Background: an optimization exercise with open tools, aiming at small area and a short achievable clock period. Do not read the settings as production practice.
RTL that was checked went through simulation tests only; none was proved equivalent to the original.
Power figures rest on the tool's default switching activity, not on a simulated workload.

Design data_mem_responder, start of the top module:
module data_mem_responder #(
  parameter int DEPTH       = 64,
  parameter int WAIT_CYCLES = 2
) (
  input  logic        CLK,
  input  logic        Reset,
  input  logic        req,
  input  logic        we,
  input  logic [31:0] addr,
  input  logic [31:0] wdata,
  input  logic [3:0]  be,
  output logic [31:0] rdata,
  output logic        ack,
  output logic        err,
  output logic        busy
);
export LEC_CHECK = 0
export CAP_MARGIN = 20
export CORE_MARGIN = 2
export CORE_UTILIZATION = 60
export SLEW_MARGIN = 20
create_clock -name core_clock -period 4.6 [get_ports {CLK}]
run.sh (not shown) runs the stock make flow with config.mk's settings and CLKGATE_MAP_FILE= SYNTH_SCRIPT=/design/flow/synth_recipe.tcl, a recipe that flattens the netlist after the stock synthesis.
The starting point completed without violations.
Rerun with:
==> flow/flow/run.sh (new file) <==
#!/bin/bash
# Layout flow: the standard ORFS flow (standard.sh), with two changes:
#  * port buffers are plain buffers (buf_2) instead of the delay cell buffer_ports picks;
#  * CTS adds no dummy load cells to balance leaf nets.
# ORFS writes each step's full log under orfs/logs/; make's own output goes to standard.log.
set -euo pipefail
export BUFFER_PORTS_ARGS="-buffer_cell sky130_fd_sc_hd__buf_2"
export CTS_ARGS="-sink_clustering_enable -repair_clock_nets -dont_use_dummy_load"
bash standard.sh > standard.log 2>&1
==> flow/standard.sh (new file) <==
#!/bin/bash
# synth_recipe.tcl (not shown) runs the flow's synth.tcl, then flattens the netlist and writes it again
# the make line also repeats each setting of config.mk as NAME=value (left out here)
make -C /OpenROAD-flow-scripts/flow DESIGN_CONFIG=/design/flow/config.mk WORK_HOME=/design/flow/orfs CLKGATE_MAP_FILE= SYNTH_SCRIPT=/design/flow/synth_recipe.tcl "${@:-finish}"
Settings changed: CORE_UTILIZATION 60 to 72, CTS_CLUSTER_DIAMETER set to 80, CTS_CLUSTER_SIZE set to 25, SETUP_SLACK_MARGIN set to 2.6.
removed: flow/run.sh
What happened: The new run ran to the end with no violations. Cell area decreases by 2.1%. Setup slack improves by 0.56 ns. Routed wire length decreases by 2.0%.
Rerun with:
==> flow/flow/run.sh (replaced) <==
#!/bin/bash
# Layout flow: the standard ORFS flow (standard.sh), with two changes:
#  * port buffers are plain buffers (buf_2) instead of the delay cell buffer_ports picks;
#  * CTS clusters up to 25 sinks within 80 um per leaf buffer and adds no dummy load
#    cells to balance leaf nets.
# ORFS writes each step's full log under orfs/logs/; make's own output goes to standard.log.
set -euo pipefail
export BUFFER_PORTS_ARGS="-buffer_cell sky130_fd_sc_hd__buf_2"
export CTS_ARGS="-sink_clustering_enable -repair_clock_nets -dont_use_dummy_load -sink_clustering_size 25 -sink_clustering_max_diameter 80"
bash standard.sh > standard.log 2>&1
Settings changed: CORE_UTILIZATION 72 to 60, CTS_CLUSTER_DIAMETER 80 to unset, CTS_CLUSTER_SIZE 25 to unset, SETUP_SLACK_MARGIN 2.6 to 2.35.
After rerunning:
- The new run ran to the end with no violations
- core utilization drops by 17 points
- final cell count rises by 1.7%
- power came out lower by 13%
- maximum frequency came out lower by 2.0%
- clock skew drops by 0.062 ns
- synthesized area is unchanged
- cell area goes down by 4.2%
- sequential power stays flat
- hold slack is worse by 0.054 ns
- register-to-register slack is worse by 0.32 ns
- clock power is lower by 31%
Rerun with:
==> flow/run.sh (new file) <==
#!/bin/bash
# synth_recipe.tcl (not shown) runs the flow's synth.tcl, then flattens the netlist and writes it again
# the make line also repeats each setting of config.mk as NAME=value (left out here)
make -C /OpenROAD-flow-scripts/flow DESIGN_CONFIG=/design/flow/config.mk WORK_HOME=/design/flow/orfs CLKGATE_MAP_FILE= SYNTH_SCRIPT=/design/flow/synth_recipe.tcl finish
Settings changed: SETUP_SLACK_MARGIN 2.35 to 1.8.
removed: flow/flow/run.sh
removed: flow/standard.sh
The changed run passed the timing, DRC and antenna checks.
Sequential power stays flat.
Wire length goes up by about 2.5%.
First-iteration DRC count falls by 3.8%.
Final cell count is higher by 4.4%.
Global-route usage grows by 1.0 points.
Worst hold slack improves by 0.10 ns.
Clock-buffer cell count goes up by 216.
Setup slack is worse by 0.44 ns.
Die area is unchanged.
Critical path depth decreases by 3.
Synthesized area stays the same.
Rerun with:
Settings changed: SETUP_SLACK_MARGIN 1.8 to 2.5.
Setup slack gets better by 0.44 ns.
Sequential cell count does not change.
Global-route usage went down by 0.42 points.
Critical path depth is unchanged.
Power goes up by about 2.3%.
Routed wire length came out lower by 1.4%.
Utilization went up by 1.4 points.
Cell area rose by about 2%.
Worst hold slack barely changes.
Via count came out higher by about 0.9%.
Clock-buffer cell count came out lower by 35.

* * *

data_mem_responder, a different RTL version from the one above (not shown whole).
Size in the first run: about 2200 flip-flops, ~110 I/O pins, about 60000 um^2 of cells after synthesis.
export LEC_CHECK = 0
export CAP_MARGIN = 20
export CORE_MARGIN = 2
export CORE_UTILIZATION = 40
export CTS_BUF_LIST = sky130_fd_sc_hd__clkbuf_4 sky130_fd_sc_hd__clkbuf_8
export CTS_CLUSTER_SIZE = 30
export SLEW_MARGIN = 20
create_clock -name core_clock -period 4.6 [get_ports {CLK}]
Stock flow here: none of the scripts above is used.
The baseline ran to the end with no violations.
Change:
--- a/flow/config.mk
+++ b/flow/config.mk
@@ -11,2 +10,0 @@
-export CTS_BUF_LIST = sky130_fd_sc_hd__clkbuf_4 sky130_fd_sc_hd__clkbuf_8
-export CTS_CLUSTER_SIZE = 30
- The new run completed with no timing, DRC or antenna violations
- sequential cell count does not change
- synthesized area stays the same
- combinational power stays flat
- clock skew drops by 0.048 ns
- register-to-register slack improved by 0.04 ns
- maximum frequency climbs by 1.2%
- global-route usage drops by 0.31 points
- non-clock buffer count stays the same
- clock-buffer cell count drops by 248
- synthesized cell count is unchanged
No functional check of the RTL was part of any run of this note.

* * *

== run 1 ==
data_mem_responder with an RTL version that a note above also has.
Size: ~2200 flip-flops, roughly 58000 um^2 of cells after synthesis.
export LEC_CHECK = 0
export CAP_MARGIN = 20
export CORE_MARGIN = 2
export CORE_UTILIZATION = 60
export SETUP_SLACK_MARGIN = 2.6
export SLEW_MARGIN = 20
create_clock -name core_clock -period 4.6 [get_ports {CLK}]
standard.sh (not shown) runs the stock make flow with config.mk's settings and CLKGATE_MAP_FILE= SYNTH_SCRIPT=/design/flow/synth_recipe.tcl, a recipe that flattens the netlist after the stock synthesis.
==> flow/flow/run.sh <==
#!/bin/bash
# Layout flow: the standard ORFS flow (standard.sh), with two changes:
#  * port buffers are plain buffers (buf_2) instead of the delay cell buffer_ports picks;
#  * CTS clusters up to 20 sinks within 60 um per leaf buffer and adds no dummy load
#    cells to balance leaf nets.
# ORFS writes each step's full log under orfs/logs/; make's own output goes to standard.log.
set -euo pipefail
export BUFFER_PORTS_ARGS="-buffer_cell sky130_fd_sc_hd__buf_2"
export CTS_ARGS="-sink_clustering_enable -repair_clock_nets -dont_use_dummy_load -sink_clustering_size 20 -sink_clustering_max_diameter 60"
bash standard.sh > standard.log 2>&1
Modified inputs, run 2 compared to run 1
# run 1
export LEC_CHECK = 0
export CAP_MARGIN = 20
export CORE_MARGIN = 2
export CORE_UTILIZATION = 60
export SETUP_SLACK_MARGIN = 2.6
export SLEW_MARGIN = 20
create_clock -name core_clock -period 4.6 [get_ports {CLK}]
# run 2
export LEC_CHECK = 0
export CAP_MARGIN = 20
export CORE_MARGIN = 2
export CORE_UTILIZATION = 60
export CTS_CLUSTER_DIAMETER = 80
export CTS_CLUSTER_SIZE = 25
export SETUP_SLACK_MARGIN = 2.5
export SLEW_MARGIN = 20
create_clock -name core_clock -period 4.6 [get_ports {CLK}]
==> flow/run.sh (new file) <==
#!/bin/bash
# synth_recipe.tcl (not shown) runs the flow's synth.tcl, then flattens the netlist and writes it again
# the make line also repeats each setting of config.mk as NAME=value (left out here)
make -C /OpenROAD-flow-scripts/flow DESIGN_CONFIG=/design/flow/config.mk WORK_HOME=/design/flow/orfs CLKGATE_MAP_FILE= SYNTH_SCRIPT=/design/flow/synth_recipe.tcl finish
removed: flow/flow/run.sh
removed: flow/standard.sh
## What came out
Cell area | run 2 vs run 1 | run 2 smaller
Sort run 2 and run 1 by met3 track utilization from global routing, descending, and run 2 comes first.
When run 2 is set beside run 1, its core utilization turns out to be 0.60 points smaller.
Row number of detailed-route iterations in the first pass: run 2 lower / run 1 higher
From run 1 to run 2 the numbers moved as follows: routed wire length now smaller; total global routing track utilization now smaller; cell area after placement now larger; number of gates resized after cts now larger; number of routed nets with antenna violations comparable.
Run 2 and run 1 ended up with roughly the same part of the power in combinational logic.
Inputs modified between run 2 and run 3:
# run 2
export LEC_CHECK = 0
export CAP_MARGIN = 20
export CORE_MARGIN = 2
export CORE_UTILIZATION = 60
export CTS_CLUSTER_DIAMETER = 80
export CTS_CLUSTER_SIZE = 25
export SETUP_SLACK_MARGIN = 2.5
export SLEW_MARGIN = 20
create_clock -name core_clock -period 4.6 [get_ports {CLK}]
# run 3
export LEC_CHECK = 0
export CAP_MARGIN = 20
export CORE_MARGIN = 2
export CORE_UTILIZATION = 60
export SETUP_SLACK_MARGIN = 3.0
export SLEW_MARGIN = 20
create_clock -name core_clock -period 4.6 [get_ports {CLK}]
==> flow/flow/run.sh (new file) <==
#!/bin/bash
# Layout flow: the standard ORFS flow (standard.sh), with two changes:
#  * port buffers are plain buffers (buf_2) instead of the delay cell buffer_ports picks;
#  * CTS clusters up to 25 sinks within 80 um per leaf buffer and adds no dummy load
#    cells to balance leaf nets.
# ORFS writes each step's full log under orfs/logs/; make's own output goes to standard.log.
set -euo pipefail
export BUFFER_PORTS_ARGS="-buffer_cell sky130_fd_sc_hd__buf_2"
export CTS_ARGS="-sink_clustering_enable -repair_clock_nets -dont_use_dummy_load -sink_clustering_size 25 -sink_clustering_max_diameter 80"
bash standard.sh > standard.log 2>&1
==> flow/standard.sh (new file) <==
#!/bin/bash
# synth_recipe.tcl (not shown) runs the flow's synth.tcl, then flattens the netlist and writes it again
# the make line also repeats each setting of config.mk as NAME=value (left out here)
make -C /OpenROAD-flow-scripts/flow DESIGN_CONFIG=/design/flow/config.mk WORK_HOME=/design/flow/orfs CLKGATE_MAP_FILE= SYNTH_SCRIPT=/design/flow/synth_recipe.tcl "${@:-finish}"
removed: flow/run.sh
==> comparison <==
Of the two values seen for critical path launch point, r_rdata[0] was produced by run 3 and r_rdata[7] by run 2.
Summary: via total after detailed routing, run 3 worse than run 2
Run 3 vs. run 2: global-route track usage on met1 climbed 7.4 points, wire length of the first global-routing pass increased 32000 um, placed standard-cell area essentially unchanged.
Looking at cell with the largest stage delay on the worst path, the sky130_fd_sc_hd__dfrtp_1 result is from run 2; the sky130_fd_sc_hd__dfrtp_2 one comes from run 3.
--- input diff run 3..run 4 ---
# run 3
export LEC_CHECK = 0
export CAP_MARGIN = 20
export CORE_MARGIN = 2
export CORE_UTILIZATION = 60
export SETUP_SLACK_MARGIN = 3.0
export SLEW_MARGIN = 20
create_clock -name core_clock -period 4.6 [get_ports {CLK}]
# run 4
export LEC_CHECK = 0
export CAP_MARGIN = 20
export CORE_MARGIN = 2
export CORE_UTILIZATION = 60
export SETUP_SLACK_MARGIN = 2.2
export SLEW_MARGIN = 20
create_clock -name core_clock -period 4.6 [get_ports {CLK}]
Status: clock network fraction of total power parity (run 3, run 4)
From run 3 to run 4 the numbers moved as follows: non-clock buffer total of the final layout went down about 65%; final core utilization went down 8.3 points; worst hold slack across all endpoints went up 0.068 ns.
[inputs] run 5 vs run 4
# run 4
export LEC_CHECK = 0
export CAP_MARGIN = 20
export CORE_MARGIN = 2
export CORE_UTILIZATION = 60
export SETUP_SLACK_MARGIN = 2.2
export SLEW_MARGIN = 20
create_clock -name core_clock -period 4.6 [get_ports {CLK}]
# run 5
export LEC_CHECK = 0
export CAP_MARGIN = 20
export CORE_MARGIN = 2
export CORE_UTILIZATION = 60
export SETUP_SLACK_MARGIN = 2.6
export SLEW_MARGIN = 20
create_clock -name core_clock -period 4.6 [get_ports {CLK}]
==> run summary <==
- Run 4 has lower cell area after layout than run 5.
- Comparing the two runs side by side, run 5 comes out ahead of run 4 on final clock skew.
- Total placed cells including tap cells across run 5 and run 4: no real change.
- [compare] base=run 4 new=run 5: via count has increased; combinational share of power level.
For run 6, these inputs were changed with respect to run 5:
# run 5
export LEC_CHECK = 0
export CAP_MARGIN = 20
export CORE_MARGIN = 2
export CORE_UTILIZATION = 60
export SETUP_SLACK_MARGIN = 2.6
export SLEW_MARGIN = 20
create_clock -name core_clock -period 4.6 [get_ports {CLK}]
# run 6
export LEC_CHECK = 0
export CAP_MARGIN = 20
export CORE_MARGIN = 2
export CORE_UTILIZATION = 60
export SETUP_SLACK_MARGIN = 2.5
export SLEW_MARGIN = 20
create_clock -name core_clock -period 4.6 [get_ports {CLK}]
==> flow/flow/run.sh <==
#!/bin/bash
# Layout flow: the standard ORFS flow (standard.sh), with two changes:
#  * port buffers are plain buffers (buf_2) instead of the delay cell buffer_ports picks;
#  * CTS adds no dummy load cells to balance leaf nets.
# ORFS writes each step's full log under orfs/logs/; make's own output goes to standard.log.
set -euo pipefail
export BUFFER_PORTS_ARGS="-buffer_cell sky130_fd_sc_hd__buf_2"
export CTS_ARGS="-sink_clustering_enable -repair_clock_nets -dont_use_dummy_load"
bash standard.sh > standard.log 2>&1
Notes after the runs:
As far as relative contribution of combinational cells to total power is concerned, run 5 and run 6 perform about the same.
For the total power, run 6 came in about 15% higher than run 5 did.
Worst hold slack for run 6: 0.073 ns down relative to run 5
More vias were needed by run 6 than by run 5.
The final layouts of run 6 and run 5 pass the timing, DRC and antenna checks.
Between run 5 and run 6, the area taken by flip-flops and latches does not differ in any meaningful way.
Setup slack in run 6 is 0.044 ns below run 5.
In the final design statistics, run 6 uses more standard cells in total than run 5.
Where clock period minus final worst setup slack is concerned, run 5 is better than run 6.
The relative contribution of the clock network to total power in run 6 sits 8.9 points above the value recorded for run 5.
Pin count of the biggest net entering global routing came out exactly the same in run 6 and run 5.

## afterwards: timing with drivers on the ports
The flow's constraints put no driver on any port. The routed layouts listed below were extracted and timed again, unchanged, in two steps. Step 1 (the two cells are an assumption about what drives the block):
set clk [get_ports {CLK}]
set_driving_cell -lib_cell sky130_fd_sc_hd__clkbuf_16 $clk
set_driving_cell -lib_cell sky130_fd_sc_hd__buf_2 [delete_from_list [all_inputs] $clk]
Step 2 moves the port delays by t, midway between the first and last clock arrival at a register: inputs arrive t later, outputs are due t later. That takes back most of the time a late clock gives input paths. Three values: ideal ports, drivers, drivers and shift; two values: the first two.
run | shift t [ns] | setup WS [ns] | clock arrival spread, ns | slew at the worst register clock pin (ns) | worst slew at a driven data input, ns
the first run of note 1 | 0.835 | 1.771 / 1.703 / 1.938 | 0.022 / 0.022 | 0.07 / 0.07 | 0.08
the second run of note 1 | 0.815 | 2.336 / 2.262 / 2.195 | 0.098 / 0.098 | 0.07 / 0.07 | 0.14
the third run of note 1 | 0.760 | 2.290 / 2.287 / 2.210 | 0.035 / 0.035 | 0.10 / 0.10 | 0.14
the fourth run of note 1 | 0.832 | 1.853 / 1.787 / 1.917 | 0.026 / 0.026 | 0.07 / 0.07 | 0.11
the fifth run of note 1 | 0.845 | 2.291 / 2.217 / 1.917 | 0.030 / 0.030 | 0.07 / 0.07 | 0.12
the first run of note 2 | 1.062 | 0.946 / 0.946 / 0.946 | 0.089 / 0.089 | 0.07 / 0.07 | 0.04
the second run of note 2 | 0.895 | 0.989 / 0.989 / 0.989 | 0.037 / 0.037 | 0.07 / 0.07 | 0.04
run 1 | 0.790 | 2.332 / 2.265 / 2.192 | 0.042 / 0.042 | 0.08 / 0.08 | 0.15
run 2 | 0.760 | 2.345 / 2.280 / 1.924 | 0.026 / 0.026 | 0.10 / 0.10 | 0.13
run 3 | 0.772 | 2.314 / 2.242 / 2.305 | 0.044 / 0.045 | 0.10 / 0.10 | 0.09
run 4 | 0.752 | 2.190 / 2.190 / 2.190 | 0.053 / 0.053 | 0.10 / 0.10 | 0.14
run 5 | 0.763 | 2.361 / 2.289 / 2.203 | 0.033 / 0.034 | 0.10 / 0.10 | 0.14
run 6 | 0.828 | 2.316 / 2.245 / 2.168 | 0.042 / 0.042 | 0.07 / 0.07 | 0.14
After both steps every run listed still meets setup and hold. The setup slack of run 2, which loses most, moves by -0.065 ns with the drivers and by -0.421 ns with both steps.
